This is an optimization exercise on Yosys and OpenROAD, whose aim is small area, a short achievable clock period and few clock cycles per item, not a production implementation. In this exercise RTL edits were held to simulation tests only and were not proved equivalent to the original.

--- flow/config.mk ---
export PLATFORM = sky130hd
export DESIGN_NAME = aes_top
export DESIGN_NICKNAME = aes_top
export VERILOG_FILES = /design/flow/design.v
export SDC_FILE = /design/flow/constraint.sdc
export NUM_CORES = 4
export LEC_CHECK = 0
export CAP_MARGIN = 20
export CORE_MARGIN = 2
export CORE_UTILIZATION = 40
export SLEW_MARGIN = 20
--- flow/constraint.sdc ---
create_clock -name core_clock -period 6.0 [get_ports {clk}]
set_input_delay 1.2000 -clock core_clock [delete_from_list [all_inputs] [get_ports {clk}]]
set_output_delay 1.2000 -clock core_clock [all_outputs]
set_load 0.01 [all_outputs]
--- flow/design.v ---
`default_nettype none
package aes_pkg;
  typedef logic [7:0]   byte_t;
  typedef logic [127:0] block_t;   
  typedef logic [31:0]  word_t;
  typedef logic [3:0]   round_t;
  localparam int unsigned NUM_ROUNDS = 10;
  localparam byte_t       GF_POLY    = 8'h1b;
  function automatic logic [7:0] xtime(input logic [7:0] b);
    xtime = b[7] ? ({b[6:0], 1'b0} ^ GF_POLY) : {b[6:0], 1'b0};
  endfunction
  function automatic logic [7:0] rcon_of(input logic [3:0] r);
    rcon_of = {r == 4'd8,
               r == 4'd7,
               r == 4'd6 || r == 4'd10,
               r == 4'd5 || r == 4'd9 || r == 4'd10,
               r == 4'd4 || r == 4'd9,
               r == 4'd3 || r == 4'd10,
               r == 4'd2 || r == 4'd9 || r == 4'd10,
               r == 4'd1 || r == 4'd9};
  endfunction
endpackage
`default_nettype wire
`timescale 1ns/1ps
`default_nettype none
module aes_ctrl_fsm (
  input  logic            clk,
  input  logic            rst,
  input  logic            start_i,
  output logic            load_o,      
  output logic            busy_o,      
  output logic            last_o,      
  output aes_pkg::round_t round_o,
  output logic            done_o
);
  logic            busy_q;
  aes_pkg::round_t round_q;
  assign load_o  = start_i && !busy_q;
  assign busy_o  = busy_q;
  assign round_o = round_q;
  assign last_o  = (round_q == aes_pkg::round_t'(aes_pkg::NUM_ROUNDS));
  always_ff @(posedge clk) begin
    if (rst) begin
      busy_q <= 1'b0;
      done_o <= 1'b0;
    end else begin
      done_o <= busy_q && last_o;
      if (load_o) busy_q <= 1'b1;
      else if (last_o) busy_q <= 1'b0;
    end
  end
  always_ff @(posedge clk) begin
    if (load_o) round_q <= 4'd1;
    else if (busy_q) round_q <= round_q + 4'd1;
  end
endmodule
`default_nettype wire
`timescale 1ns/1ps
`default_nettype none
module aes_key_late_xor (
  input  logic [31:0] a_i,
  input  logic [31:0] b_i,
  input  logic [31:0] t_i,
  output logic [31:0] a_o,
  output logic [31:0] b_o
);
  assign a_o = a_i ^ t_i;
  assign b_o = b_i ^ t_i;
endmodule
module aes_key_expand (
  input  logic            clk,
  input  logic            busy_i,
  input  aes_pkg::round_t round_i,
  input  aes_pkg::block_t key_i,
  output aes_pkg::block_t round_key_o
);
  aes_pkg::block_t key_q;
  aes_pkg::block_t w;       
  aes_pkg::block_t kin;     
  aes_pkg::word_t  sub_word;
  aes_pkg::word_t  t;
  aes_pkg::word_t  q0, q2;
  aes_pkg::byte_t  rc;
  assign w[127:96] = key_q[127:96];
  assign w[95:64]  = key_q[95:64] ^ key_q[127:96];
  assign w[63:32]  = key_q[63:32] ^ key_q[95:64];
  assign w[31:0]   = key_q[31:0] ^ key_q[63:32];
  assign round_key_o = w;
  assign kin = busy_i ? w : key_i;
  assign rc  = busy_i ? aes_pkg::rcon_of(round_i + 4'd1) : 8'h01;
  aes_sbox_rom sb0 (.u(kin[23:16]), .s(sub_word[31:24]));
  aes_sbox_rom sb1 (.u(kin[15:8]),  .s(sub_word[23:16]));
  aes_sbox_rom sb2 (.u(kin[7:0]),   .s(sub_word[15:8]));
  aes_sbox_rom sb3 (.u(kin[31:24]), .s(sub_word[7:0]));
  assign t = sub_word ^ {rc, 24'h000000};
  aes_key_late_xor lx (
    .a_i(kin[127:96]), .b_i(kin[127:96] ^ kin[63:32]), .t_i(t), .a_o(q0), .b_o(q2)
  );
  always_ff @(posedge clk) begin
    key_q <= {q0, kin[95:64], q2, kin[95:64] ^ kin[31:0]};
  end
endmodule
`default_nettype wire
`timescale 1ns/1ps
`default_nettype none
module aes_mix_column (
  input  logic [31:0] a_i,     
  input  logic [31:0] ak_i,
  input  logic        mix_en_i,
  output logic [31:0] out_o
);
  logic [7:0] a [4];
  logic [7:0] p [4];
  logic [7:0] tt;
  always_comb begin
    for (int r = 0; r < 4; r++) a[r] = a_i[8*(3-r) +: 8];
    for (int r = 0; r < 4; r++) p[r] = a[r] ^ a[(r+1)%4];
    tt = p[0] ^ p[2];
    for (int r = 0; r < 4; r++) begin
      out_o[8*(3-r) +: 8] = ((aes_pkg::xtime(p[r]) ^ tt) & {8{mix_en_i}}) ^ ak_i[8*(3-r) +: 8];
    end
  end
endmodule
module aes_state_path (
  input  logic            clk,
  input  logic            start_i,
  input  logic            busy_i,
  input  logic            last_i,
  input  aes_pkg::block_t plaintext_i,
  input  aes_pkg::block_t key_i,
  input  aes_pkg::block_t round_key_i,
  output aes_pkg::block_t state_o
);
  aes_pkg::block_t state_q;
  aes_pkg::block_t sub;
  aes_pkg::block_t shifted;
  aes_pkg::block_t inject;
  aes_pkg::block_t ak;
  aes_pkg::block_t next;
  assign state_o = state_q;
  for (genvar i = 0; i < 16; i++) begin : g_sb
    aes_sbox_rom sb (.u(state_q[8*i +: 8]), .s(sub[8*i +: 8]));
  end
  always_comb begin
    for (int c = 0; c < 4; c++) begin
      for (int r = 0; r < 4; r++) begin
        shifted[8*(15-(4*c+r)) +: 8] = sub[8*(15-(4*((c+r)%4)+r)) +: 8];
      end
    end
  end
  assign inject = busy_i ? round_key_i : start_i ? (plaintext_i ^ key_i) : state_q;
  assign ak     = (shifted & {128{busy_i}}) ^ inject;
  for (genvar c = 0; c < 4; c++) begin : g_mc
    aes_mix_column mc (
      .a_i(shifted[32*(3-c) +: 32]), .ak_i(ak[32*(3-c) +: 32]), .mix_en_i(busy_i && !last_i),
      .out_o(next[32*(3-c) +: 32])
    );
  end
  always_ff @(posedge clk) begin
    state_q <= next;
  end
endmodule
`default_nettype wire
`timescale 1ns/1ps
`default_nettype none
module aes_core (
  input  logic            clk,
  input  logic            rst,
  input  logic            start_i,
  input  aes_pkg::block_t plaintext_i,
  input  aes_pkg::block_t key_i,
  output aes_pkg::block_t ciphertext_o,
  output logic            done_o
);
  logic            load;
  logic            busy;
  logic            last;
  aes_pkg::round_t round;
  aes_pkg::block_t round_key;
  aes_ctrl_fsm fsm0 (
    .clk(clk), .rst(rst), .start_i(start_i), .load_o(load), .busy_o(busy), .last_o(last),
    .round_o(round), .done_o(done_o)
  );
  aes_key_expand key0 (
    .clk(clk), .busy_i(busy), .round_i(round), .key_i(key_i), .round_key_o(round_key)
  );
  aes_state_path state0 (
    .clk(clk), .start_i(start_i), .busy_i(busy), .last_i(last), .plaintext_i(plaintext_i),
    .key_i(key_i), .round_key_i(round_key), .state_o(ciphertext_o)
  );
endmodule
`default_nettype wire
`timescale 1ns/1ps
`default_nettype none
module aes_sbox_rom (
  input  logic [7:0] u,
  output logic [7:0] s
);
  logic T1, T2, T3, T4, T5, T6, T7, T8, T9, T10, T11, T12, T13, T14, T15, T16, T17, T18, T19, T20, T21, T22, T23, T24, T25, T26, T27, M1, M2, M3, M4, M5, M6, M7, M8, M9, M10, M11, M12, M13, M14, M15, M16, M17, M18, M19, M20, M21, M22, M23, M24, M25, M26, M27, M28, M29, M30, M31, M32, M33, M34, M35, M36, M37, M38, M39, M40, M41, M42, M43, M44, M45, M46, M47, M48, M49, M50, M51, M52, M53, M54, M55, M56, M57, M58, M59, M60, M61, M62, M63, L0, L1, L2, L3, L4, L5, L6, L7, L8, L9, L10, L11, L12, L13, L14, L15, L16, L17, L18, L19, L20, L21, L22, L23, L24, L25, L26, L27, L28, L29;
  logic U0, U1, U2, U3, U4, U5, U6, U7;
  assign {U0, U1, U2, U3, U4, U5, U6, U7} = u;
  assign T1 = U0 ^ U3;
  assign T2 = U0 ^ U5;
  assign T3 = U0 ^ U6;
  assign T4 = U3 ^ U5;
  assign T5 = U4 ^ U6;
  assign T6 = T1 ^ T5;
  assign T7 = U1 ^ U2;
  assign T8 = U7 ^ T6;
  assign T9 = U7 ^ T7;
  assign T10 = T6 ^ T7;
  assign T11 = U1 ^ U5;
  assign T12 = U2 ^ U5;
  assign T13 = T3 ^ T4;
  assign T14 = T6 ^ T11;
  assign T15 = T5 ^ T11;
  assign T16 = T5 ^ T12;
  assign T17 = T9 ^ T16;
  assign T18 = U3 ^ U7;
  assign T19 = T7 ^ T18;
  assign T20 = T1 ^ T19;
  assign T21 = U6 ^ U7;
  assign T22 = T7 ^ T21;
  assign T23 = T2 ^ T22;
  assign T24 = T2 ^ T10;
  assign T25 = T20 ^ T17;
  assign T26 = T3 ^ T16;
  assign T27 = T1 ^ T12;
  assign M1 = T13 & T6;
  assign M2 = T23 & T8;
  assign M3 = T14 ^ M1;
  assign M4 = T19 & U7;
  assign M5 = M4 ^ M1;
  assign M6 = T3 & T16;
  assign M7 = T22 & T9;
  assign M8 = T26 ^ M6;
  assign M9 = T20 & T17;
  assign M10 = M9 ^ M6;
  assign M11 = T1 & T15;
  assign M12 = T4 & T27;
  assign M13 = M12 ^ M11;
  assign M14 = T2 & T10;
  assign M15 = M14 ^ M11;
  assign M16 = M3 ^ M2;
  assign M17 = M5 ^ T24;
  assign M18 = M8 ^ M7;
  assign M19 = M10 ^ M15;
  assign M20 = M16 ^ M13;
  assign M21 = M17 ^ M15;
  assign M22 = M18 ^ M13;
  assign M23 = M19 ^ T25;
  assign M24 = M22 ^ M23;
  assign M25 = M22 & M20;
  assign M26 = M21 ^ M25;
  assign M27 = M20 ^ M21;
  assign M28 = M23 ^ M25;
  assign M29 = M28 & M27;
  assign M30 = M26 & M24;
  assign M31 = M20 & M23;
  assign M32 = M27 & M31;
  assign M33 = M27 ^ M25;
  assign M34 = M21 & M22;
  assign M35 = M24 & M34;
  assign M36 = M24 ^ M25;
  assign M37 = M21 ^ M29;
  assign M38 = M32 ^ M33;
  assign M39 = M23 ^ M30;
  assign M40 = M35 ^ M36;
  assign M41 = M38 ^ M40;
  assign M42 = M37 ^ M39;
  assign M43 = M37 ^ M38;
  assign M44 = M39 ^ M40;
  assign M45 = M42 ^ M41;
  assign M46 = M44 & T6;
  assign M47 = M40 & T8;
  assign M48 = M39 & U7;
  assign M49 = M43 & T16;
  assign M50 = M38 & T9;
  assign M51 = M37 & T17;
  assign M52 = M42 & T15;
  assign M53 = M45 & T27;
  assign M54 = M41 & T10;
  assign M55 = M44 & T13;
  assign M56 = M40 & T23;
  assign M57 = M39 & T19;
  assign M58 = M43 & T3;
  assign M59 = M38 & T22;
  assign M60 = M37 & T20;
  assign M61 = M42 & T1;
  assign M62 = M45 & T4;
  assign M63 = M41 & T2;
  assign L0 = M61 ^ M62;
  assign L1 = M50 ^ M56;
  assign L2 = M46 ^ M48;
  assign L3 = M47 ^ M55;
  assign L4 = M54 ^ M58;
  assign L5 = M49 ^ M61;
  assign L6 = M62 ^ L5;
  assign L7 = M46 ^ L3;
  assign L8 = M51 ^ M59;
  assign L9 = M52 ^ M53;
  assign L10 = M53 ^ L4;
  assign L11 = M60 ^ L2;
  assign L12 = M48 ^ M51;
  assign L13 = M50 ^ L0;
  assign L14 = M52 ^ M61;
  assign L15 = M55 ^ L1;
  assign L16 = M56 ^ L0;
  assign L17 = M57 ^ L1;
  assign L18 = M58 ^ L8;
  assign L19 = M63 ^ L4;
  assign L20 = L0 ^ L1;
  assign L21 = L1 ^ L7;
  assign L22 = L3 ^ L12;
  assign L23 = L18 ^ L2;
  assign L24 = L15 ^ L9;
  assign L25 = L6 ^ L10;
  assign L26 = L7 ^ L9;
  assign L27 = L8 ^ L10;
  assign L28 = L11 ^ L14;
  assign L29 = L11 ^ L17;
  assign s[7] = L6 ^ L24;
  assign s[6] = ~(L16 ^ L26);
  assign s[5] = ~(L19 ^ L28);
  assign s[4] = L6 ^ L21;
  assign s[3] = L20 ^ L22;
  assign s[2] = L25 ^ L29;
  assign s[1] = ~(L13 ^ L27);
  assign s[0] = ~(L6 ^ L23);
endmodule
`default_nettype wire
`timescale 1ns/1ps
`default_nettype none
module aes_top (
  input  logic         clk,
  input  logic         rst,
  input  logic         start_i,
  input  logic [127:0] plaintext_i,
  input  logic [127:0] key_i,
  output logic [127:0] ciphertext_o,
  output logic         done_o
);
  aes_core core0 (
    .clk(clk), .rst(rst), .start_i(start_i), .plaintext_i(plaintext_i), .key_i(key_i),
    .ciphertext_o(ciphertext_o), .done_o(done_o)
  );
endmodule
`default_nettype wire
--- flow/flow/run.sh ---
#!/bin/bash
# Own flow: the standard layout (standard.sh) with three changes:
# - synthesis maps the logic with the area-oriented ABC script
#   flow/map_area.abc in place of ORFS's speed script (the rest of the standard flow's
#   synthesis script synth_recipe.tcl is unchanged: registers, flattening and
#   renaming are the standard ones);
# - each module is mapped on its own (SYNTH_HIERARCHICAL, then flattened by
#   synth_recipe.tcl), which keeps the RTL's grouping of the XOR trees;
# - every input and output port still gets a buffer, a buf_2.
# Each step's full log is under orfs/logs; make's output is in flow_make.log.
set -euo pipefail
W=$PWD
{
  # replace the -script of ORFS's ABC call, and drop its -D delay target
  echo "proc abc {args} {"
  echo "  set i [lsearch -exact \$args -script]"
  echo "  set a [lreplace \$args \$i [expr {\$i + 1}] -script {$W/flow/map_area.abc}]"
  echo "  set j [lsearch -exact \$a -D]"
  echo "  if {\$j >= 0} { set a [lreplace \$a \$j [expr {\$j + 1}]] }"
  echo "  yosys abc {*}\$a"
  echo "}"
  cat "$W/synth_recipe.tcl"
} > "$W/flow_synth.tcl"
bash "$W/standard.sh" SYNTH_SCRIPT="$W/flow_synth.tcl" SYNTH_HIERARCHICAL=1 SYNTH_MINIMUM_KEEP_SIZE=0 \
  "BUFFER_PORTS_ARGS=-buffer_cell sky130_fd_sc_hd__buf_2" finish > "$W/flow_make.log" 2>&1
--- flow/flow/map_area.abc ---
strash
&get -n
&st
&dch
&nf -R 1000
&put
topo
stime -c
buffer -c
upsize -c
dnsize -c
--- flow/standard.sh ---
#!/bin/bash
# synth_recipe.tcl (not shown) runs the flow's synth.tcl, then flattens the netlist and writes it again
# the make line also repeats each setting of config.mk as NAME=value (left out here)
make -C /OpenROAD-flow-scripts/flow DESIGN_CONFIG=/design/flow/config.mk WORK_HOME=/design/flow/orfs CLKGATE_MAP_FILE= SYNTH_SCRIPT=/design/flow/synth_recipe.tcl "${@:-finish}"
==> flow_summary_export.csv, run 1 <==
group,metric,value,unit
routing,highest_layer,"met4",
layout,n_fill_cell,10300,
worst_setup_path,cp.required,6450,ps
hold_path,worstHoldEndpoint,"core0.fsm0.round_q[2]$_SDFFE_PP0P_",
floorplanning,die_w,328,um
run,max_cap_violations,0,
worst_setup_path,cp_slowest_cell,"dfxtp_1",
place,gp_congestion,1.01,
timing,setup-violations-final,0,
clock_network,htreeDepth,2,
hold_path,min_from,"core0.fsm0.round_q[2]$_SDFFE_PP0P_",
floorplanning,rows,118,
routing,drt_first_pass_iters,5,
floorplanning,fp.dieArea,108000,um2
floorplanning,die_h,328,um
yosys,yosysTopAreaCell,"xnor2_1",
layout,nets,5984,
layout,area_delta_synth_final,16.5,%
floorplanning,start_util,40.5,%
routing,remaining_drc_errors,0,
clock_network,clk_path_buf_depth,3,
worst_setup_path,r2r_slack,260,ps
timing,worst_pin_slew,1260,ps
clock_network,clkTransAtPathRegs,60,ps
worst_setup_path,rr_endpoint,"core0.state0.state_q[86]$_DFF_P_",
layout,drive_gt1_share,24.7,%
routing,detail_route.wirelength.met1,67900,um
yosys,synth_area,42000,um2
clock_network,hold_buffers,0,
grt,antenna_found_initial,4,
yosys,synth_cells,5068,
worst_setup_path,critPathMaxStageDelay,440,ps
clock_network,cts_buffers,35,
worst_setup_path,endpoint_kind,"register",
place,dp_hpwl,136000,um
yosys,async_flop_share,0,%
worst_setup_path,r2r_start,"core0.state0.state_q[53]$_DFF_P_",
worst_setup_path,cp_top_family,"XOR/XNOR gates",
routing,num_vias,35300,
clock_network,clock_sinks,262,
timing,clock.fmax,174,MHz
yosys,synth_top_area_share,30.9,%
timing,rsz0062_at_grt,"yes",
timing,holdWs,621,ps
routing,drt-total-wl,158000,um
yosys,synth.distinct_cells,51,
layout,most-common-layout-cells,"xnor2_1, xor2_1, nor2_1",
worst_setup_path,worstRegToRegCells,24,
timing,fin_crit,5740,ps
clock_network,root_buffer,"clkbuf_16",
yosys,synth_edf_count,0,
yosys,synth_seq_area_share,12.5,%
place,port-buffer-count,387,
worst_setup_path,path_buf_inv,3,
yosys,synth_area_leaders,"xnor2_1, dfxtp_1, xor2_1, nor2_1, xnor2_2",
grt,grt_overflow,0,
routing,routed-wl-met3,11200,um
hold_path,min_path_cells,1,
yosys,ys_warn_count,12,
yosys,avgSynthCellArea,8.28,um2
yosys,synth_nets,5369,
timing,finalSetupTns,0,ps
layout,multi_input_area,35200,um2
yosys,synthFlopType,"dfxtp_1",
grt,grt_pass1_vias,34300,
routing,postRouteAntennaNets,0,
run_status,outcome,"timing/DRC/antenna clean",
yosys,ys_ff_latch,262,
timing,fin_skew,27.4,ps
layout,final_common_cell,"xnor2_1",
floorplanning,io-pin-count,388,
worst_setup_path,worst_setup_path_start_kind,"register",
worst_setup_path,critPathMostFrequentCell,"xnor2_1",
routing,drt_iter0_markers,2957,
clock_network,clock_latency,570,ps
layout,final_util,47.1,%
routing,via_per_inst,4.98,
worst_setup_path,crit_arrival,6180,ps
layout,seqCellArea,5260,um2
routing,wl_met2,71400,um
hold_path,holdCritPathClass,"register to register",
routing,routedWlPerCell,22.3,um
timing,fin_crit_sh,95.6,%
grt,grtUsageTotal,28.5,%
worst_setup_path,path_max_fanout,5,
grt,grt_pass1_wl,227000,um
timing,max_slew_margin,15.7,%
clock_network,tritoncts,"done",
floorplanning,core,104000,um2
timing,hold_viol_final,0,
timing,drv_slew,0,
grt,grt_max_degree,103,
worst_setup_path,critPathKind,"register to register",
worst_setup_path,path_cells,"buf_4 -> xor2_1 -> xnor2_2 -> xnor2_1 -> ha_1 -> xnor2_1 -> xnor2_1 -> xnor2_1 -> nand2b_1 -> o21ai_1 -> a21o_1 -> xnor2_2 -> xnor2_1 -> or2b_1 -> xor2_1 -> xor2_1 -> xnor2_1 -> buf_4 -> xor2_1 -> xnor2_1 -> buf_4 -> xnor2_1 -> nand2_1 -> xnor2_1",
[what timing repair did]
action,CTS,global route
setup buffers,0,5
gates resized for setup,1,54
endpoints found under the setup margin,1,115
gates cloned,0,0
pin swaps,0,3
[per-module statistics from Yosys (local to each module, per instance), a selection]
| module | copies in the design | area (um2) | cells |
|---|---|---|---|
| aes_key_late_xor | 1 | 561 | 64 |
| aes_state_path | 1 | 7800 | 1209 |
| aes_key_expand | 1 | 6200 | 627 |
| aes_ctrl_fsm | 1 | 264 | 28 |
| aes_mix_column | 4 | 1230 | 155 |
| aes_sbox_rom | 20 | 1110 | 126 |
[routing by layer]
| layer | global-route usage (%) | vias to the layer above |
|---|---|---|
| li1 | - | 17100 |
| met1 | 38.3 | 16800 |
| met2 | 46.1 | 1261 |
| met3 | 3.53 | 218 |
| met4 | 11.6 | 0 |
| met5 | 0 | - |
[worst register-to-register path: cells and delay by family (launching register included)]
kind / cells / cell delay, ps
xor gates and xnor gates: 15 / 3360
buffers and inverters: 3 / 600
and+or+nand+nor: 3 / 600
DFF: 1 / 440
AOI/OAI and AO/OA: 2 / 350
adders and majority gates: 1 / 280
[synthesized netlist by cell type, types with 21 or more instances]
library cell	number
xnor2_1	1482
buf_6	24
nor2_1	569
a21oi_2	32
o21ai_0	133
buf_2	58
ha_1	42
mux2i_1	32
nor2b_1	21
nand2b_1	40
dfxtp_1	262
xnor2_4	60
clkbuf_1	30
xor2_2	84
o21ai_1	44
xor2_4	28
mux2_2	32
xor2_1	590
inv_1	183
buf_4	65
nor2_2	47
xnor2_2	125
nand2_1	514
a21oi_1	297
[sequential cells by signal (all words and copies together) (netlist names)]
signal                cells
core0.fsm0.busy_q         1
core0.key0.key_q        128
core0.fsm0.round_q        4
core0.fsm0.done_o         1
core0.state0.state_q    128
[logic make-up (layout without fill, tap and decap cells)]
family                   after synthesis  in the layout  share of synthesized area [%]
flip-flops                           262            262                           12.5
multiplexers                          64             64                           1.62
AO/OA/AOI/OAI                        634            634                           9.32
adder cells (fa/ha/maj)               42             42                           1.25
XOR/XNOR                            2369           2369                           57.1
other                                  0              2                              0
buffers and inverters                370           1011                           4.49
AND/OR/NAND/NOR                     1327           1327                           13.7
[worst max-delay path by stage]
| stage | start | endpoint | slack [ps] | cells past startpoint |
|---|---|---|---|---|
| global route | core0.state0.state_q[53]$_DFF_P_ | core0.state0.state_q[86]$_DFF_P_ | -20 | 24 |
| detailed placement | core0.state0.state_q[29]$_DFF_P_ | core0.state0.state_q[10]$_DFF_P_ | 20 | 24 |
| floorplan | key_i[21] | core0.key0.key_q[122]$_DFF_P_ | 670 | 21 |
| CTS | core0.state0.state_q[77]$_DFF_P_ | core0.state0.state_q[10]$_DFF_P_ | 70 | 24 |
| finish | core0.state0.state_q[53]$_DFF_P_ | core0.state0.state_q[86]$_DFF_P_ | 260 | 24 |
| global placement | core0.state0.state_q[30]$_DFF_P_ | core0.state0.state_q[10]$_DFF_P_ | -30 | 24 |
[per-stage QoR]
| stage | instance area, um2 | setup slack (ps) | cells |
|---|---|---|---|
| 2_1_floorplan | 42000 | 666 | 5068 |
| 3_3_place_gp | 47300 | -32.4 | 7020 |
| 3_5_place_dp | 47300 | 18.2 | 7021 |
| 4_1_cts | 48500 | 69.0 | 7084 |
| 5_1_grt | 48900 | -22.6 | 7089 |
| 6_report | 48900 | 264 | 7091 |
[cell type report]
class                   count  share of cell area, %
diodes                      2                 0.0102
clock buffers              47                   2.01
clock inverters            16                  0.419
inverters                 185                   1.42
multi-input cells        4436                   72.0
flip-flops and latches    262                   10.7
well taps                1380                   3.53
repair buffers            763                   9.84
Testbench counts, summed over its fixed seeds: cycles 3,528, blocks 320.
==> run 2, diff against run 1 <==
--- a/flow/config.mk
+++ b/flow/config.mk
@@ -7,5 +7,5 @@
 export LEC_CHECK = 0
 export CAP_MARGIN = 20
 export CORE_MARGIN = 2
-export CORE_UTILIZATION = 40
+export CORE_UTILIZATION = 55
 export SLEW_MARGIN = 20
==> flow_summary_export.csv, run 2 <==
group,metric,value,unit
run_status,outcome,"timing/DRC/antenna clean",
yosys,async_flop_share,0,%
routing,drt_first_pass_iters,6,
floorplanning,die_w,280,um
place,pre_cts_slack,-25.6,ps
timing,fin_crit,5690,ps
layout,drive_gt1_share,24.9,%
timing,clock.fmax,176,MHz
yosys,synth.distinct_cells,51,
clock_network,root_buffer,"clkbuf_16",
grt,grt_overflow,0,
clock_network,clk_path_buf_depth,3,
yosys,synth.most_common_cell,"xnor2_1",
hold_path,min_from,"core0.fsm0.round_q[2]$_SDFFE_PP0P_",
grt,grt_pass1_vias,34100,
worst_setup_path,endpoint_kind,"register",
layout,area_delta_synth_final,15.6,%
routing,postRouteAntennaNets,0,
place,port-buffer-count,387,
routing,num_vias,35400,
floorplanning,io-pin-count,388,
floorplanning,fp.dieArea,78600,um2
place,dp_hpwl,130000,um
worst_setup_path,startpoint,"core0.state0.state_q[35]$_DFF_P_",
worst_setup_path,path_max_fanout,8,
timing,max_slew_margin,34.2,%
clock_network,tritoncts,"done",
yosys,ys_ff_latch,262,
layout,largest_registers,"core0.key0.key_q (128), core0.state0.state_q (128), core0.fsm0.round_q (4)",
layout,final_common_cell,"xnor2_1",
yosys,synth_area_leaders,"xnor2_1, dfxtp_1, xor2_1, nor2_1, xnor2_2",
timing,hold_viol_final,0,
clock_network,cts_buffers,36,
layout,most-common-layout-cells,"xnor2_1, xor2_1, nor2_1",
yosys,synth_seq_area_share,12.5,%
timing,fin_skew,39.9,ps
routing,via_per_inst,5.26,
grt,grt_max_degree,120,
clock_network,clock_sinks,262,
yosys,synth_top_area_share,30.9,%
grt,antenna_found_initial,6,
routing,routedWlPerCell,22.5,um
yosys,synth_cells,5068,
worst_setup_path,cp.required,6450,ps
yosys,synth_nets,5369,
floorplanning,die_h,280,um
yosys,synth_area,42000,um2
timing,worst_pin_slew,980,ps
worst_setup_path,crit_arrival,6140,ps
clock_network,htreeDepth,2,
yosys,synth_commonest_cells,"xnor2_1, xor2_1, nor2_1",
timing,drv_slew,0,
timing,fin_crit_sh,94.8,%
place,gp_congestion,1.02,
yosys,yosysTopAreaCell,"xnor2_1",
clock_network,hold_buffers,0,
grt,grt_pass1_wl,219000,um
grt,grtUsageTotal,37.6,%
layout,n_fill_cell,6873,
worst_setup_path,r2r_start,"core0.state0.state_q[35]$_DFF_P_",
clock_network,clock_latency,580,ps
hold_path,holdCritPathClass,"register to register",
floorplanning,core,75700,um2
routing,drt-total-wl,152000,um
clock_network,clkTransAtPathRegs,60,ps
run,max_cap_violations,0,
routing,remaining_drc_errors,0,
worst_setup_path,worst_setup_path_start_kind,"register",
routing,drt_iter0_markers,2846,
yosys,ys_warn_count,12,
floorplanning,rows,101,
floorplanning,start_util,55.5,%
yosys,synth_edf_count,0,
timing,worst_slack,310,ps
worst_setup_path,critPathKind,"register to register",
yosys,avgSynthCellArea,8.28,um2
timing,finalSetupTns,0,ps
layout,nets,6028,
timing,setup-violations-final,0,
yosys,synthFlopType,"dfxtp_1",
-- run 2: changes by cell type in the layout (fill, tap and decap cells not counted), moves of 2 or more --
cell / change
xor2_4: -2
xnor2_2: -11
xor2_2: -4
clkinvlp_4: +3
xor2_1: +6
xnor2_1: +12
buf_12: +3
dfxtp_2: -3
bufinv_16: -3
buf_4: +41
clkbuf_1: -2
dfxtp_1: +3
inv_6: +4
-- run 2: critical path: stages, from the launching register on --
cell and delay (ps):
dfxtp_1 550, xnor2_4 160, xnor2_1 340, xnor2_1 190, ha_1 270, xnor2_1 210, xnor2_1 160, xnor2_1 140
buf_4 170, nand2b_1 140, o21ai_1 90, a21o_1 250, xnor2_2 220, xnor2_1 160, or2b_1 280, xor2_1 260
buf_4 160, xor2_1 170, xnor2_1 100, buf_4 180, xnor2_2 350, xnor2_2 200, xnor2_1 310, nand2_1 280
xnor2_1 210
-- run 2: cell type report --
cell class	count	area, um2	area share (%)
inverter	185	694	1.43
antenna	2	5.00	0.0103
clock buffer	45	986	2.03
sequential	262	5250	10.8
multi-input combinational	4436	35100	72.3
tap	978	1220	2.52
clock inverter	18	151	0.312
timing repair buffer	806	5150	10.6
-- run 2: timing repair --
| item | in CTS | in global routing |
|---|---|---|
| gates resized for setup | 0 | 30 |
| setup buffers | 0 | 4 |
| endpoints found under the setup margin | 0 | 97 |
-- run 2: through the flow --
stage / hold WS (ps) / std cells / util (%) / cell area (um2)
after floorplan: 495 / 5068 / - / 42000
after global placement: 590 / 6663 / 62.3 / 47200
after detailed placement: 602 / 6663 / 62.3 / 47200
after CTS: 610 / 6726 / 63.8 / 48300
after global routing: 680 / 6730 / 64.1 / 48500
final: 620 / 6732 / 64.1 / 48500
-- run 2: metal layers --
metal,part of all wire [%],wire length [um],track usage [%],vias to the layer above
met1,42,64400,50.0,16700
met2,45,68400,60.6,1291
li1,-,-,-,17200
met4,5.4,8110,17.1,6
met5,0.024,36,0,-
met3,7.0,10700,4.95,257
-- run 2: final timing paths --
check	endpoint	cells after the start	slack, ps
worst min-delay path	core0.fsm0.round_q[2]$_SDFFE_PP0P_	1	620
worst max-delay path	core0.state0.state_q[14]$_DFF_P_	24	310
worst min register to register	core0.fsm0.round_q[2]$_SDFFE_PP0P_	1	620
worst max register to register	core0.state0.state_q[14]$_DFF_P_	24	310
-- run 2: cells by family after synthesis --
logic type / count (synthesis) / share of synthesized area [%]
compound gates: 634 / 9.32
xor+xnor: 2369 / 57.1
buf+inv: 370 / 4.49
flops: 262 / 12.5
fa+ha+maj: 42 / 1.25
simple gates: 1327 / 13.7
mux: 64 / 1.62
-- run 2: Yosys stat by module (local to each module, per instance), excerpt --
module	area, um2	cells
aes_key_late_xor	561	64
aes_ctrl_fsm	264	28
aes_mix_column	1230	155
aes_sbox_rom	1110	126
aes_key_expand	6200	627
aes_state_path	7800	1209
==> run 3, diff against run 2 <==
--- a/flow/flow/run.sh
+++ b/flow/flow/run.sh
@@ -4,8 +4,7 @@
 #   flow/map_area.abc in place of ORFS's speed script (the rest of the standard flow's
 #   synthesis script synth_recipe.tcl is unchanged: registers, flattening and
 #   renaming are the standard ones);
-# - each module is mapped on its own (SYNTH_HIERARCHICAL, then flattened by
-#   synth_recipe.tcl), which keeps the RTL's grouping of the XOR trees;
+# - (flat synthesis, as in the standard flow)
 # - every input and output port still gets a buffer, a buf_2.
 # Each step's full log is under orfs/logs; make's output is in flow_make.log.
 set -euo pipefail
@@ -21,5 +20,5 @@
   echo "}"
   cat "$W/synth_recipe.tcl"
 } > "$W/flow_synth.tcl"
-bash "$W/standard.sh" SYNTH_SCRIPT="$W/flow_synth.tcl" SYNTH_HIERARCHICAL=1 SYNTH_MINIMUM_KEEP_SIZE=0 \
+bash "$W/standard.sh" SYNTH_SCRIPT="$W/flow_synth.tcl" \
   "BUFFER_PORTS_ARGS=-buffer_cell sky130_fd_sc_hd__buf_2" finish > "$W/flow_make.log" 2>&1
==> flow_summary_export.csv, run 3 <==
group,metric,value,unit
run_status,outcome,"timing/DRC/antenna clean",
yosys,ys_warn_count,6,
yosys,async_flop_share,0,%
timing,holdWs,492,ps
layout,most-common-layout-cells,"xnor2_1, nor2_1, xor2_1",
hold_path,min_path_cells,2,
floorplanning,rows,96,
yosys,synth_nets,5023,
routing,wl_met2,61200,um
worst_setup_path,rr_endpoint,"core0.state0.state_q[40]$_DFF_P_",
layout,largest_registers,"core0.key0.key_q (128), core0.state0.state_q (128), core0.fsm0.round_q (4)",
worst_setup_path,path_buf_inv,3,
worst_setup_path,critPathMostFrequentCell,"xnor2_1",
grt,grt_pass1_wl,204000,um
timing,setup-violations-final,0,
timing,clock.fmax,174,MHz
routing,remaining_drc_errors,0,
worst_setup_path,r2r_start,"core0.state0.state_q[109]$_DFF_P_",
floorplanning,die_w,267,um
hold_path,holdCritPathClass,"register to register",
routing,drt_first_pass_iters,6,
grt,grt_overflow,0,
run,max_cap_violations,0,
yosys,synth_top_area_share,36.6,%
place,gp_congestion,1.04,
timing,fin_skew,36.3,ps
yosys,synth_edf_count,0,
grt,antenna_found_initial,7,
timing,worst_pin_slew,1120,ps
layout,drive_gt1_share,21.7,%
clock_network,tritoncts,"done",
layout,final_common_cell,"xnor2_1",
worst_setup_path,worstRegToRegCells,22,
worst_setup_path,cp_top_family,"XOR/XNOR gates",
worst_setup_path,critPathKind,"register to register",
yosys,ys_ff_latch,262,
floorplanning,core,68600,um2
yosys,avgSynthCellArea,8.06,um2
clock_network,clk_path_buf_depth,3,
timing,fin_crit_sh,96.0,%
timing,hold_viol_final,0,
clock_network,clock_sinks,262,
clock_network,clkTransAtPathRegs,60,ps
routing,postRouteAntennaNets,0,
routing,via_per_inst,5.40,
routing,routed-wl-met3,11400,um
yosys,synth.most_common_cell,"xnor2_1",
routing,num_vias,34300,
worst_setup_path,r2r_slack,240,ps
routing,drt-total-wl,143000,um
clock_network,clock_latency,600,ps
grt,grt_pass1_vias,31900,
worst_setup_path,worst_setup_path_start_kind,"register",
worst_setup_path,path_cells,"xor2_1 -> xnor2_2 -> xnor2_1 -> ha_1 -> xnor2_1 -> xnor2_1 -> xnor2_1 -> buf_4 -> o21ai_0 -> xnor2_1 -> xnor2_1 -> nand2b_1 -> xnor2_4 -> xnor2_2 -> buf_4 -> xnor2_1 -> buf_4 -> xor2_1 -> xnor2_1 -> xor2_1 -> nor2_1 -> xnor2_1",
routing,highest_layer,"met5",
hold_path,worstHoldEndpoint,"core0.fsm0.round_q[3]$_SDFFE_PP0P_",
worst_setup_path,path_max_fanout,7,
floorplanning,start_util,55.5,%
hold_path,min_from,"core0.fsm0.round_q[3]$_SDFFE_PP0P_",
place,dp_hpwl,121000,um
floorplanning,die_h,267,um
yosys,synth_area,38100,um2
routing,detail_route.wirelength.met1,61900,um
routing,drt_iter0_markers,3190,
place,port-buffer-count,387,
clock_network,htreeDepth,2,
yosys,synth_cells,4719,
worst_setup_path,cp.required,6460,ps
worst_setup_path,critPathMaxStageDelay,580,ps
floorplanning,fp.dieArea,71300,um2
yosys,yosysTopAreaCell,"xnor2_1",
routing,routedWlPerCell,22.5,um
timing,drv_slew,0,
worst_setup_path,startpoint,"core0.state0.state_q[109]$_DFF_P_",
yosys,synth_seq_area_share,13.8,%
yosys,synthFlopType,"dfxtp_1",
timing,max_slew_margin,24.8,%
clock_network,root_buffer,"clkbuf_16",
layout,area_delta_synth_final,19.7,%
layout,final_util,66.4,%
grt,grtUsageTotal,38.9,%
clock_network,cts_buffers,35,
timing,fin_crit,5760,ps
layout,nets,5691,
grt,grt_max_degree,112,
worst_setup_path,crit_arrival,6210,ps
floorplanning,io-pin-count,388,
yosys,synth.distinct_cells,72,
worst_setup_path,endpoint_kind,"register",
yosys,synth_area_leaders,"xnor2_1, dfxtp_1, xor2_1, nor2_1, xnor2_2",
worst_setup_path,cp_slowest_cell,"dfxtp_1",
layout,n_fill_cell,6118,
yosys,synth_commonest_cells,"xnor2_1, xor2_1, nor2_1",
[run 3: changes by cell type after synthesis, moves of 66 or more]
cell,change
nand2_1,-197
o21ai_0,+103
a21oi_1,-66
a31oi_1,+78
clkbuf_1,+70
xnor2_1,+108
inv_1,-113
[run 3: cell type report]
type / instances / area [um2] / area share [%]
Tap cell: 931 / 1160 / 2.56
Inverter: 73 / 274 / 0.602
Antenna cell: 3 / 7.51 / 0.0165
Clock inverter: 21 / 295 / 0.648
Timing Repair Buffer: 791 / 5030 / 11.0
Clock buffer: 41 / 960 / 2.11
Sequential cell: 262 / 5260 / 11.6
Multi-Input combinational cell: 4224 / 32500 / 71.5
[run 3: worst reg2reg max path, cell delays in order, from the launching register on]
cell      delay [ps]
dfxtp_1          580
xor2_1           350
xnor2_2          210
xnor2_1          290
ha_1             290
xnor2_1          170
xnor2_1          170
xnor2_1           90
buf_4            160
o21ai_0          480
xnor2_1          240
xnor2_1          250
nand2b_1         170
xnor2_4          300
xnor2_2          170
buf_4            200
xnor2_1          140
buf_4            180
xor2_1           360
xnor2_1          230
xor2_1           210
nor2_1           280
xnor2_1          130
[run 3: what timing repair did]
item	4_1_cts	5_1_grt
pin swaps	0	10
setup endpoints to repair	5	120
buffers inserted	0	15
hold buffers	0	0
resized for setup	5	94
[run 3: logic make-up after synthesis]
group                      share of synthesized area, %
AOI/OAI and AO/OA                                  11.2
xor gates and xnor gates                           58.5
adders and majority gates                          1.48
buffers and inverters                              2.57
DFF                                                13.8
muxes                                             0.112
and+or+nand+nor                                    12.3
[run 3: stage by stage]
stage	setup TNS [ps]	std cells	setup slack [ps]	cell area (um2)
after CTS	0	6328	0.277	44700
after detailed placement	-98.5	6266	-59.0	43400
after floorplan	0	4719	431	38100
after global placement	-228	6266	-108	43400
after global routing	-196	6344	-76.1	45500
final	0	6346	243	45500
[run 3: layer usage]
layer  vias up  global-route usage, %
met4         6                   18.4
met2      1516                   60.3
met5         -                      0
li1      16400                      -
met1     16100                   53.6
met3       291                   4.47
[run 3: worst max path at each step]
stage	end	slack, ps	cells past startpoint
floorplan	core0.key0.key_q[42]$_DFF_P_	430	18
global placement	core0.state0.state_q[115]$_DFF_P_	-110	21
detailed placement	core0.state0.state_q[116]$_DFF_P_	-60	20
CTS	core0.state0.state_q[42]$_DFF_P_	0.3	21
global route	core0.state0.state_q[83]$_DFF_P_	-80	25
finish	core0.state0.state_q[40]$_DFF_P_	240	22
==> run 4, diff against run 3 <==
--- a/flow/config.mk
+++ b/flow/config.mk
@@ -8,4 +8,5 @@
 export CAP_MARGIN = 20
 export CORE_MARGIN = 2
 export CORE_UTILIZATION = 55
+export SETUP_SLACK_MARGIN = 0.3
 export SLEW_MARGIN = 20
==> flow_summary_export.csv, run 4 <==
group,metric,value,unit
run,max_cap_violations,0,
clock_network,clkTransAtPathRegs,60,ps
timing,clock.fmax,179,MHz
layout,drive_gt1_share,25.0,%
floorplanning,io-pin-count,388,
layout,final_util,68.9,%
layout,nets,5749,
worst_setup_path,endpoint_kind,"register",
floorplanning,die_w,267,um
floorplanning,start_util,55.5,%
place,place_inst,6266,
routing,remaining_drc_errors,0,
floorplanning,fp.dieArea,71300,um2
routing,num_vias,34700,
routing,drt_first_pass_iters,9,
worst_setup_path,path_cells,"xor2_2 -> xnor2_4 -> xnor2_1 -> ha_1 -> xor2_1 -> xnor2_1 -> xnor2_2 -> nand2_1 -> o21ai_0 -> nor2_1 -> xnor2_2 -> xnor2_1 -> nor2_1 -> xnor2_2 -> buf_4 -> xor2_1 -> xnor2_1 -> buf_4 -> xor2_1 -> xor2_2 -> xnor2_1 -> nor2_1 -> xor2_1",
timing,holdWs,493,ps
clock_network,clk_path_buf_depth,3,
yosys,synth_area,38100,um2
grt,grt_overflow,0,
worst_setup_path,cp.required,6470,ps
yosys,ys_ff_latch,262,
timing,fin_skew,35.0,ps
layout,largest_registers,"core0.key0.key_q (128), core0.state0.state_q (128), core0.fsm0.round_q (4)",
worst_setup_path,worstRegToRegCells,23,
worst_setup_path,path_buf_inv,2,
hold_path,min_path_cells,2,
routing,routedWlPerCell,22.7,um
grt,grt_pass1_wl,204000,um
worst_setup_path,cp_slowest_cell,"dfxtp_1",
floorplanning,die_h,267,um
timing,fin_crit_sh,93.1,%
layout,final_common_cell,"xnor2_1",
grt,grt_max_degree,112,
timing,hold_viol_final,0,
grt,grtUsageTotal,38.9,%
routing,drt_iter0_markers,3282,
routing,via_per_inst,5.42,
timing,fin_crit,5580,ps
place,dp_hpwl,121000,um
worst_setup_path,critPathKind,"register to register",
floorplanning,core,68600,um2
clock_network,htreeDepth,2,
layout,n_fill_cell,5896,
yosys,synth_seq_area_share,13.8,%
yosys,yosysTopAreaCell,"xnor2_1",
clock_network,clock_sinks,262,
timing,rsz0062_at_grt,"yes",
timing,setup-violations-final,0,
yosys,synth.distinct_cells,72,
worst_setup_path,critPathMostFrequentCell,"xnor2_1",
timing,max_slew_margin,35.6,%
grt,antenna_found_initial,4,
yosys,synth_top_area_share,36.6,%
clock_network,cts_buffers,35,
worst_setup_path,cp_top_family,"XOR/XNOR gates",
run_status,outcome,"timing/DRC/antenna clean",
yosys,synth_commonest_cells,"xnor2_1, xor2_1, nor2_1",
floorplanning,rows,96,
worst_setup_path,crit_arrival,6060,ps
yosys,ys_warn_count,6,
layout,most-common-layout-cells,"xnor2_1, nor2_1, xor2_1",
yosys,synth_edf_count,0,
timing,drv_slew,0,
worst_setup_path,path_max_fanout,6,
clock_network,root_buffer,"clkbuf_16",
yosys,synth_area_leaders,"xnor2_1, dfxtp_1, xor2_1, nor2_1, xnor2_2",
worst_setup_path,worst_setup_path_start_kind,"register",
routing,postRouteAntennaNets,0,
clock_network,clock_latency,600,ps
worst_setup_path,cp.depth,23,
hold_path,holdCritPathClass,"register to register",
timing,worst_pin_slew,956,ps
clock_network,tritoncts,"done",
routing,drt-total-wl,145000,um
yosys,async_flop_share,0,%
worst_setup_path,critPathMaxStageDelay,490,ps
place,gp_congestion,1.04,
layout,layoutNonFillerInstCount,6403,
place,port-buffer-count,387,
layout,area_delta_synth_final,24.3,%
clock_network,hold_buffers,0,
yosys,synthFlopType,"dfxtp_1",
yosys,synth_cells,4719,
yosys,synth_nets,5023,
yosys,avgSynthCellArea,8.06,um2
grt,grt_pass1_vias,32100,
yosys,synth.most_common_cell,"xnor2_1",
==> run 4: cell counts after synthesis <==
Identical to the previous run, type by type.
==> run 4: kinds of logic (layout without fill, tap and decap cells) <==
family	count (synthesis)	after routing	synth area share, %
XOR/XNOR	2344	2344	58.5
AND/OR/NAND/NOR	1104	1104	12.3
AO/OA/AOI/OAI	727	727	11.2
flip-flops	262	262	13.8
buffers and inverters	233	984	2.57
adder cells (fa/ha/maj)	45	45	1.48
multiplexers	4	4	0.112
other	0	2	0
==> run 4: cell type report <==
cell class              instances  area [um2]  share of cell area (%)
diodes                          2        5.00                  0.0106
clock buffers                  41         960                    2.03
clock inverters                21         295                   0.625
inverters                      73         274                   0.580
multi-input cells            4224       33800                    71.4
flip-flops and latches        262        5300                    11.2
well taps                     931        1160                    2.46
repair buffers                849        5510                    11.7
==> run 4: worst reg2reg max path, delay by kind of cell (launching register included) <==
family	cells	cell delay (ps)
AOI/OAI and AO/OA	1	310
xor gates and xnor gates	15	3450
adders and majority gates	1	300
buffers and inverters	2	360
DFF	1	490
and+or+nand+nor	4	560
==> run 4: routing by layer <==
layer	GRT usage (%)	share of wire, %	up-vias
met2	60.3	43	1531
met3	4.84	7.9	299
met4	18.9	5.8	4
li1	-	-	16500
met5	0	0.022	-
met1	53.4	43	16400
==> run 4: worst paths after layout <==
| check | start | endpoint | slack (ps) |
|---|---|---|---|
| setup / recovery | core0.state0.state_q[94]$_DFF_P_ | core0.state0.state_q[81]$_DFF_P_ | 420 |
| hold / removal | core0.fsm0.round_q[3]$_SDFFE_PP0P_ | core0.fsm0.round_q[3]$_SDFFE_PP0P_ | 490 |
| setup reg to reg | core0.state0.state_q[94]$_DFF_P_ | core0.state0.state_q[81]$_DFF_P_ | 420 |
| hold reg to reg | core0.fsm0.round_q[3]$_SDFFE_PP0P_ | core0.fsm0.round_q[3]$_SDFFE_PP0P_ | 490 |
==> run 4: timing repair <==
action | CTS | global route
setup endpoints to repair | 90 | 165
pin swaps | 8 | 67
resized for setup | 46 | 230
setup buffers | 8 | 65
==> run 4: stage by stage <==
stage | TNS (ps) | setup WS (ps) | cell area [um2]
finish | 0 | 416 | 47300
detailed placement | -98.5 | -59.0 | 43400
floorplan | 0 | 431 | 38100
global route | 0 | 109 | 47300
CTS | 0 | 252 | 45100
global placement | -228 | -108 | 43400
==> run 5, diff against run 4 <==
==> flow/flow/map_area.abc (replaced) <==
strash
dch
map -a
topo
stime -c
buffer -c
upsize -c
dnsize -c
--- a/flow/config.mk
+++ b/flow/config.mk
@@ -7,6 +7,5 @@
 export LEC_CHECK = 0
 export CAP_MARGIN = 20
 export CORE_MARGIN = 2
-export CORE_UTILIZATION = 55
-export SETUP_SLACK_MARGIN = 0.3
+export CORE_UTILIZATION = 40
 export SLEW_MARGIN = 20
==> flow_summary_export.csv, run 5 <==
group,metric,value,unit
run_status,outcome,"timing/DRC/antenna clean",
timing,fin_skew,19.7,ps
yosys,synthMuxAreaShare,0,%
floorplanning,fp.dieArea,101000,um2
timing,holdWs,531,ps
place,dp_hpwl,143000,um
yosys,synth_area_leaders,"xor2_1, xnor2_1, dfxtp_1, nand2_1, a21oi_1",
yosys,synth_nets,6275,
timing,setup-violations-final,0,
layout,layoutNonFillerInstCount,7934,
routing,num_vias,40600,
clock_network,root_buffer,"clkbuf_16",
yosys,synth.distinct_cells,51,
yosys,synth_compound_area_share,15.0,%
routing,drt-total-wl,168000,um
grt,grt_overflow,0,
grt,grt_pass1_vias,37800,
floorplanning,die_w,318,um
timing,rsz0062_at_grt,"yes",
timing,fin_crit_sh,94.6,%
routing,remaining_drc_errors,0,
routing,postRouteAntennaNets,0,
layout,final_util,47.9,%
floorplanning,rows,115,
timing,max_slew_margin,21.7,%
worst_setup_path,path_buf_inv,2,
clock_network,clock_sinks,262,
yosys,yosysTopAreaCell,"xor2_1",
grt,grt_max_degree,93,
layout,largest_registers,"core0.key0.key_q (128), core0.state0.state_q (128), core0.fsm0.round_q (4)",
yosys,avgSynthCellArea,6.60,um2
yosys,synth_area,39400,um2
floorplanning,io-pin-count,388,
worst_setup_path,path_max_fanout,7,
place,placed_area,44900,um2
routing,routed-wl-met3,13600,um
layout,final_common_cell,"nand2_1",
yosys,ys_ff_latch,262,
routing,drt_iter0_markers,3675,
clock_network,hold_buffers,0,
yosys,async_flop_share,0,%
yosys,synthSimpleGateAreaFrac,21.4,%
timing,drv_slew,0,
routing,detail_route.wirelength.met1,71900,um
routing,highest_layer,"met5",
place,place_inst,7849,
yosys,ys_warn_count,6,
clock_network,clkTransAtPathRegs,60,ps
layout,drive_gt1_share,18.0,%
worst_setup_path,critPathMostFrequentCell,"nand2_1",
worst_setup_path,cp.required,6490,ps
yosys,synthAdderAreaFrac,1.43,%
place,gp_congestion,1.03,
clock_network,cts_buffers,36,
timing,hold_viol_final,0,
yosys,synth.most_common_cell,"nand2_1",
floorplanning,start_util,40.2,%
routing,wl_met2,73500,um
worst_setup_path,worst_setup_path_start_kind,"register",
grt,grt_pass1_wl,240000,um
floorplanning,die_h,318,um
clock_network,tritoncts,"done",
layout,nets,6924,
grt,grtUsageTotal,31.7,%
worst_setup_path,critPathMaxStageDelay,430,ps
routing,drt_first_pass_iters,6,
yosys,synth_top_area_share,23.2,%
worst_setup_path,cp_slowest_cell,"dfxtp_1",
clock_network,clock_latency,570,ps
routing,routedWlPerCell,21.1,um
worst_setup_path,crit_arrival,6160,ps
clock_network,htreeDepth,2,
yosys,synth_commonest_cells,"nand2_1, xor2_1, xnor2_1",
timing,worst_pin_slew,1160,ps
run,max_cap_violations,0,
grt,antenna_found_initial,10,
layout,final_cell_area,47000,um2
yosys,synth_seq_area_share,13.3,%
yosys,synth_top_family_by_area,"XOR/XNOR gates",
layout,area_delta_synth_final,19.3,%
yosys,synth_cells,5971,
worst_setup_path,cp_top_family,"XOR/XNOR gates",
floorplanning,core,98000,um2
worst_setup_path,critPathKind,"register to register",
yosys,synth_edf_count,0,
worst_setup_path,endpoint_kind,"register",
routing,via_per_inst,5.12,
hold_path,holdCritPathClass,"register to register",
timing,fin_crit,5670,ps
layout,most-common-layout-cells,"nand2_1, xor2_1, xnor2_1",
yosys,synth-xor-area-share,41.4,%
place,port-buffer-count,387,
timing,finalSetupTns,0,ps
timing,clock.fmax,176,MHz
clock_network,clk_path_buf_depth,3,
yosys,synthFlopType,"dfxtp_1",
==> run 5: cell types whose count changed after synthesis, sizes merged, moves of 104 or more <==
cell   change
a21oi    +245
o21ai    +141
xor2     +473
or2      +121
nand3    +104
xnor2   -1030
inv      +571
nand2    +871
==> run 5: metal layers <==
| metal | vias to the layer above | global-route usage, % |
|---|---|---|
| li1 | 20000 | - |
| met1 | 18700 | 42.3 |
| met2 | 1655 | 51.0 |
| met3 | 288 | 4.08 |
| met4 | 4 | 14.3 |
| met5 | - | 0 |
==> run 5: metrics by stage <==
step,worst slack [ps]
2_1_floorplan,569
3_3_place_gp,-14.4
3_5_place_dp,-68.0
4_1_cts,106
5_1_grt,-124
6_report,325
==> run 5: cell families after synthesis <==
logic type	Yosys count
simple gates	2051
flops	262
compound gates	1068
xor+xnor	1786
buf+inv	759
fa+ha+maj	45
==> run 5: path summary, 6_finish.rpt <==
kind / from / end / slack [ps] / cells past startpoint
setup / recovery: core0.state0.state_q[60]$_DFF_P_ / core0.state0.state_q[50]$_DFF_P_ / 330 / 27
hold reg to reg: core0.fsm0.round_q[3]$_SDFFE_PP0P_ / core0.fsm0.round_q[3]$_SDFFE_PP0P_ / 530 / 2
hold / removal: core0.fsm0.round_q[3]$_SDFFE_PP0P_ / core0.fsm0.round_q[3]$_SDFFE_PP0P_ / 530 / 2
setup reg to reg: core0.state0.state_q[60]$_DFF_P_ / core0.state0.state_q[50]$_DFF_P_ / 330 / 27
==> run 5: area by class of cell <==
type | instances | area [um2]
Antenna cell | 1 | 2.50
Sequential cell | 262 | 5280
Multi-Input combinational cell | 4950 | 31900
Timing Repair Buffer | 724 | 4500
Fill cell | 10200 | 51000
Tap cell | 1287 | 1610
Clock buffer | 49 | 1030
Clock inverter | 15 | 200
Inverter | 646 | 2440
==> run 5: repair_timing <==
| item | 4_1_cts | 5_1_grt |
|---|---|---|
| resized for setup | 1 | 129 |
| pin swaps | 1 | 17 |
| setup endpoints to repair | 3 | 130 |
| setup buffers | 1 | 19 |
| gates cloned | 0 | 0 |
==> run 5: worst reg2reg max path: stages (launching register included) <==
cell,delay [ps]
dfxtp_1,430
inv_1,190
nand2_1,160
nand2_2,170
xnor2_4,200
xnor2_1,280
ha_1,300
xnor2_1,200
xor2_1,240
xor2_2,140
nor2_2,230
nand2_1,90
nand2_1,110
inv_1,70
or2_1,220
nand2_1,110
xor2_1,190
nand2_1,160
xnor2_4,270
xnor2_2,180
xor2_1,270
xor2_2,300
xor2_2,150
or2_1,250
nand2_2,140
a21oi_1,80
o21ai_1,260
xor2_1,210
==> run 6, diff against run 5 <==
==> flow/flow/map_area.abc (replaced) <==
strash
&get -n
&st
&dch
&nf -R 1000
&put
topo
stime -c
buffer -c
upsize -c
dnsize -c
==> flow_summary_export.csv, run 6 <==
group,metric,value,unit
routing,postRouteAntennaNets,0,
grt,grt_max_degree,233,
layout,layoutNonFillerInstCount,6695,
worst_setup_path,path_cells,"xor2_4 -> xor2_2 -> xor2_1 -> inv_1 -> ha_1 -> xor2_1 -> xnor2_1 -> xnor2_2 -> o21ai_1 -> xnor2_1 -> xor2_1 -> xor2_1 -> nor2_4 -> xor2_4 -> xnor2_4 -> xor2_1 -> xnor2_1 -> xnor2_2 -> nor2_1 -> a211oi_1 -> xnor2_1",
place,place_inst,6604,
yosys,synth_nets,5023,
timing,fin_skew,16.3,ps
layout,drive_gt1_share,22.0,%
worst_setup_path,critPathMaxStageDelay,460,ps
clock_network,cts_buffers,36,
timing,hold_viol_final,0,
worst_setup_path,cp.required,6480,ps
grt,grt_pass1_vias,32100,
worst_setup_path,cp_slowest_cell,"dfxtp_1",
floorplanning,die_h,312,um
floorplanning,fp.dieArea,97600,um2
timing,fin_crit_sh,95.6,%
yosys,synth_area,38100,um2
layout,nets,5706,
run_status,outcome,"timing/DRC/antenna clean",
worst_setup_path,endpoint_kind,"register",
worst_setup_path,critPathKind,"register to register",
worst_setup_path,startpoint,"core0.state0.state_q[44]$_DFF_P_",
grt,grtUsageTotal,29.7,%
routing,num_vias,33900,
worst_setup_path,critPathMostFrequentCell,"xor2_1",
layout,final_cell_area,46000,um2
place,dp_hpwl,129000,um
worst_setup_path,crit_arrival,6220,ps
run,max_cap_violations,0,
layout,area_delta_synth_final,21.0,%
clock_network,clock_latency,560,ps
yosys,synth.distinct_cells,72,
yosys,avgSynthCellArea,8.06,um2
layout,most-common-layout-cells,"xnor2_1, nor2_1, xor2_1",
yosys,synth_seq_area_share,13.8,%
yosys,synth_area_leaders,"xnor2_1, dfxtp_1, xor2_1, nor2_1, xnor2_2",
yosys,synthFlopType,"dfxtp_1",
worst_setup_path,endpoint,"core0.state0.state_q[120]$_DFF_P_",
place,gp_congestion,1.01,
routing,wl_met2,66100,um
yosys,synth_cells,4719,
layout,largest_registers,"core0.key0.key_q (128), core0.state0.state_q (128), core0.fsm0.round_q (4)",
routing,drt_first_pass_iters,7,
floorplanning,die_w,312,um
floorplanning,core,94600,um2
worst_setup_path,rr_endpoint,"core0.state0.state_q[120]$_DFF_P_",
timing,clock.fmax,174,MHz
routing,via_per_inst,5.07,
clock_network,clkTransAtPathRegs,60,ps
clock_network,root_buffer,"clkbuf_16",
routing,routed-wl-met3,11900,um
yosys,async_flop_share,0,%
timing,worst_pin_slew,1050,ps
yosys,synth_commonest_cells,"xnor2_1, xor2_1, nor2_1",
worst_setup_path,worst_setup_path_start_kind,"register",
floorplanning,rows,113,
timing,fin_crit,5740,ps
routing,routedWlPerCell,22.5,um
floorplanning,io-pin-count,388,
floorplanning,start_util,40.2,%
timing,max_slew_margin,29.3,%
clock_network,clk_path_buf_depth,3,
grt,grt_overflow,0,
worst_setup_path,worstRegToRegCells,21,
yosys,synth_top_area_share,36.6,%
clock_network,htreeDepth,2,
yosys,synth_edf_count,0,
clock_network,tritoncts,"done",
routing,drt-total-wl,151000,um
worst_setup_path,r2r_start,"core0.state0.state_q[44]$_DFF_P_",
clock_network,clock_sinks,262,
grt,antenna_found_initial,7,
yosys,ys_warn_count,6,
routing,remaining_drc_errors,0,
grt,grt_pass1_wl,214000,um
place,pre_cts_slack,34.8,ps
routing,highest_layer,"met5",
timing,finalSetupTns,0,ps
hold_path,holdCritPathClass,"register to register",
place,port-buffer-count,387,
worst_setup_path,r2r_slack,260,ps
timing,drv_slew,0,
yosys,ys_ff_latch,262,
layout,final_common_cell,"xnor2_1",
yosys,yosysTopAreaCell,"xnor2_1",
timing,setup-violations-final,0,
place,placed_area,43900,um2
routing,drt_iter0_markers,2981,
worst_setup_path,path_max_fanout,5,
routing,detail_route.wirelength.met1,65200,um
yosys,synth.most_common_cell,"xnor2_1",
timing,worst_slack,264,ps
==> run 6: cell count changes after synthesis, moves of 57 or more <==
| cell | delta |
|---|---|
| nand3_1 | -102 |
| nand2b_1 | +90 |
| o21a_1 | -68 |
| or2_2 | -57 |
| inv_1 | -516 |
| nand2_1 | -839 |
| xor2_1 | -470 |
| a31oi_1 | +76 |
| xnor2_2 | +71 |
| a21oi_1 | -234 |
| xnor2_1 | +936 |
| o21ai_0 | -84 |
==> run 6: what timing repair did <==
item | 4_1_cts | 5_1_grt
endpoints found under the setup margin | 3 | 133
gates resized for setup | 4 | 86
hold buffers | 0 | 0
setup buffers | 0 | 25
pin swaps | 0 | 17
==> run 6: layout make-up <==
| class | instances | area (um2) |
|---|---|---|
| Antenna cell | 3 | 7.51 |
| Multi-Input combinational cell | 4224 | 32400 |
| Tap cell | 1265 | 1580 |
| Timing Repair Buffer | 805 | 5150 |
| Inverter | 73 | 274 |
| Clock inverter | 21 | 342 |
| Clock buffer | 42 | 986 |
| Sequential cell | 262 | 5260 |
| Fill cell | 9375 | 48500 |
==> run 6: critical path: cells and delay by family, from the launching register on <==
| family | cells | cell delay [ps] |
|---|---|---|
| xor+xnor | 15 | 4370 |
| flops | 1 | 460 |
| compound gates | 2 | 410 |
| fa+ha+maj | 1 | 190 |
| simple gates | 2 | 150 |
| buf+inv | 1 | 70 |
==> run 6: through the flow <==
step / util [%] / hold WS, ps
final: 48.7 / 486
after global routing: 48.7 / 518
after CTS: 47.8 / 492
after detailed placement: 46.4 / 485
after global placement: 46.4 / 475
after floorplan: - / 459
==> run 6: kinds of logic after synthesis <==
logic type	share of synthesized area [%]
AO/OA/AOI/OAI	11.2
XOR/XNOR	58.5
adder cells (fa/ha/maj)	1.48
buffers and inverters	2.57
flip-flops	13.8
multiplexers	0.112
AND/OR/NAND/NOR	12.3
==> run 6: metal layers <==
| metal | GRT usage [%] | vias up |
|---|---|---|
| met1 | 40.9 | 15900 |
| met3 | 3.58 | 240 |
| met4 | 12.5 | 2 |
| met2 | 46.5 | 1341 |
| met5 | 0 | - |
| li1 | - | 16400 |
==> run 6: worst min-delay path by stage <==
stage / startpoint / to / slack [ps] / depth (start not counted)
floorplan: core0.fsm0.round_q[3]$_SDFFE_PP0P_ / core0.fsm0.round_q[3]$_SDFFE_PP0P_ / 460 / 2
global placement: core0.fsm0.round_q[3]$_SDFFE_PP0P_ / core0.fsm0.round_q[3]$_SDFFE_PP0P_ / 470 / 2
detailed placement: core0.fsm0.round_q[3]$_SDFFE_PP0P_ / core0.fsm0.round_q[3]$_SDFFE_PP0P_ / 490 / 2
CTS: core0.fsm0.round_q[3]$_SDFFE_PP0P_ / core0.fsm0.round_q[3]$_SDFFE_PP0P_ / 490 / 2
global route: core0.fsm0.round_q[3]$_SDFFE_PP0P_ / core0.fsm0.round_q[3]$_SDFFE_PP0P_ / 520 / 2
finish: core0.fsm0.round_q[3]$_SDFFE_PP0P_ / core0.fsm0.round_q[3]$_SDFFE_PP0P_ / 490 / 2
==> run 7, diff against run 6 <==
==> flow/flow/map_area.abc (replaced) <==
strash
&get -n
&st
&dch
&nf -R 1000
&put
==> flow_summary_export.csv, run 7 <==
group,metric,value,unit
yosys,synth.most_common_cell,"xnor2_1",
worst_setup_path,r2r_slack,210,ps
grt,grt_pass1_wl,199000,um
yosys,synth_top_family_by_area,"XOR/XNOR gates",
yosys,synthSimpleGateAreaFrac,13.0,%
clock_network,root_buffer,"clkbuf_16",
timing,worst_pin_slew,1030,ps
routing,postRouteAntennaNets,0,
grt,antenna_found_initial,0,
yosys,avgSynthCellArea,7.76,um2
timing,hold_viol_final,0,
floorplanning,start_util,40.2,%
worst_setup_path,path_buf_inv,2,
routing,num_vias,34000,
floorplanning,rows,109,
clock_network,clkTransAtPathRegs,60,ps
yosys,synth_nets,4863,
grt,grt_overflow,0,
floorplanning,die_h,301,um
routing,drt-total-wl,136000,um
run_status,outcome,"timing/DRC/antenna clean",
routing,drt_first_pass_iters,7,
timing,clock.fmax,173,MHz
worst_setup_path,cp.depth,22,
yosys,synthAdderAreaFrac,1.59,%
worst_setup_path,cp_top_family,"XOR/XNOR gates",
yosys,synth_compound_area_share,11.6,%
worst_setup_path,worstRegToRegCells,22,
routing,remaining_drc_errors,0,
worst_setup_path,critPathKind,"register to register",
timing,worst_slack,209,ps
worst_setup_path,path_cells,"xnor2_2 -> xor2_1 -> ha_1 -> xor2_1 -> xnor2_1 -> xnor2_2 -> o21ai_0 -> xnor2_1 -> xor2_1 -> xnor2_1 -> nor2_1 -> xnor2_1 -> buf_4 -> xor2_1 -> xnor2_1 -> xor2_1 -> xnor2_1 -> xnor2_1 -> nor2_1 -> a211oi_1 -> buf_4 -> xnor2_1",
layout,largest_registers,"core0.key0.key_q (128), core0.state0.state_q (128), core0.fsm0.round_q (4)",
run 7: cell types whose count changed after synthesis, sizes merged:
cell,change
clkbuf,-104
clkinv,+72
inv,-72
buf,-56
and2b,-3
nor2b,+3
nand2b,+1
or2b,-1
run 7: worst min path at each step:
stage / cells past startpoint / slack (ps) / startpoint / end
final: 2 / 490 / core0.fsm0.round_q[3]$_SDFFE_PP0P_ / core0.fsm0.round_q[3]$_SDFFE_PP0P_
after global routing: 2 / 530 / core0.fsm0.round_q[3]$_SDFFE_PP0P_ / core0.fsm0.round_q[3]$_SDFFE_PP0P_
after CTS: 2 / 490 / core0.fsm0.round_q[3]$_SDFFE_PP0P_ / core0.fsm0.round_q[3]$_SDFFE_PP0P_
after detailed placement: 2 / 480 / core0.fsm0.round_q[3]$_SDFFE_PP0P_ / core0.fsm0.round_q[3]$_SDFFE_PP0P_
after global placement: 2 / 480 / core0.fsm0.round_q[3]$_SDFFE_PP0P_ / core0.fsm0.round_q[3]$_SDFFE_PP0P_
after floorplan: 2 / 460 / core0.fsm0.round_q[3]$_SDFFE_PP0P_ / core0.fsm0.round_q[3]$_SDFFE_PP0P_
run 7: layer usage:
metal / vias to the layer above / global-route usage [%] / part of all wire (%)
met5: - / 0 / 0
met4: 0 / 11.1 / 4.5
li1: 16700 / - / -
met2: 1227 / 45.6 / 44
met1: 15900 / 40.0 / 44
met3: 199 / 3.79 / 7.3
run 7: stage by stage:
step | instance area, um2 | setup TNS [ps]
floorplan | 35700 | -104380
global placement | 43000 | -2120
detailed placement | 43000 | -1850
CTS | 44400 | -64.2
global route | 45700 | -600
finish | 45700 | 0
run 7: area by class of cell:
class / count / area, um2
Clock buffer: 47 / 1020
Clock inverter: 15 / 230
Inverter: 73 / 275
Timing Repair Buffer: 919 / 5990
Multi-Input combinational cell: 4224 / 31500
Sequential cell: 262 / 5260
Fill cell: 8523 / 42300
Tap cell: 1165 / 1460
run 7: what timing repair did:
action	in CTS	in global routing
setup endpoints to repair	27	125
hold buffers	0	0
gates resized for setup	18	171
setup buffers	1	14
pin swaps	2	16
run 7: cell families (layout without fill, tap and decap cells):
logic type                 Yosys count  in the layout
xor gates and xnor gates          2344           2344
and+or+nand+nor                   1104           1104
AOI/OAI and AO/OA                  727            727
DFF                                262            262
buffers and inverters               73           1054
adders and majority gates           45             45
muxes                                4              4
run 7: worst register-to-register path: cells and delay by family, from the launching register on:
| kind | cells | cell delay [ps] |
|---|---|---|
| simple gates | 2 | 160 |
| fa+ha+maj | 1 | 300 |
| buf+inv | 2 | 370 |
| compound gates | 2 | 380 |
| xor+xnor | 15 | 3750 |
| flops | 1 | 690 |

==> what the ideal ports hide <==
No port has a modelled driver above. Below, the same layouts with a new extraction and two added sets of constraints.
Step 1 (the two cells are an assumption about what drives the block):
set clk [get_ports {clk}]
set_driving_cell -lib_cell sky130_fd_sc_hd__clkbuf_16 $clk
set_driving_cell -lib_cell sky130_fd_sc_hd__buf_2 [delete_from_list [all_inputs] $clk]
Step 2 adds t to the input delays and takes it off the output delays; t is the mean of the earliest and latest rising clock arrival at the registers after step 1. Input paths then give back, and output paths get back, about the clock's delay inside the block.
Three values: no drivers, after step 1, after step 2; two values: the first two.
run | t (ns) | setup WS [ns] | cell pins on the clock port's net
run 1 | 0.622 | 0.264 / 0.264 / 0.003 | 1
run 2 | 0.637 | 0.310 / 0.310 / -0.050 | 1
run 3 | 0.638 | 0.243 / 0.243 / 0.002 | 1
run 4 | 0.641 | 0.416 / 0.416 / 0.036 | 1
run 5 | 0.627 | 0.325 / 0.325 / -0.017 | 1
run 6 | 0.624 | 0.264 / 0.264 / -0.044 | 1
run 7 | 0.621 | 0.209 / 0.209 / -0.002 | 1
With both steps, setup timing fails in run 2, run 5, run 6 and run 7, where it was met with ideal ports. The setup slack of run 4, which loses most, moves by 0.000 ns with the drivers and by -0.380 ns with both steps.
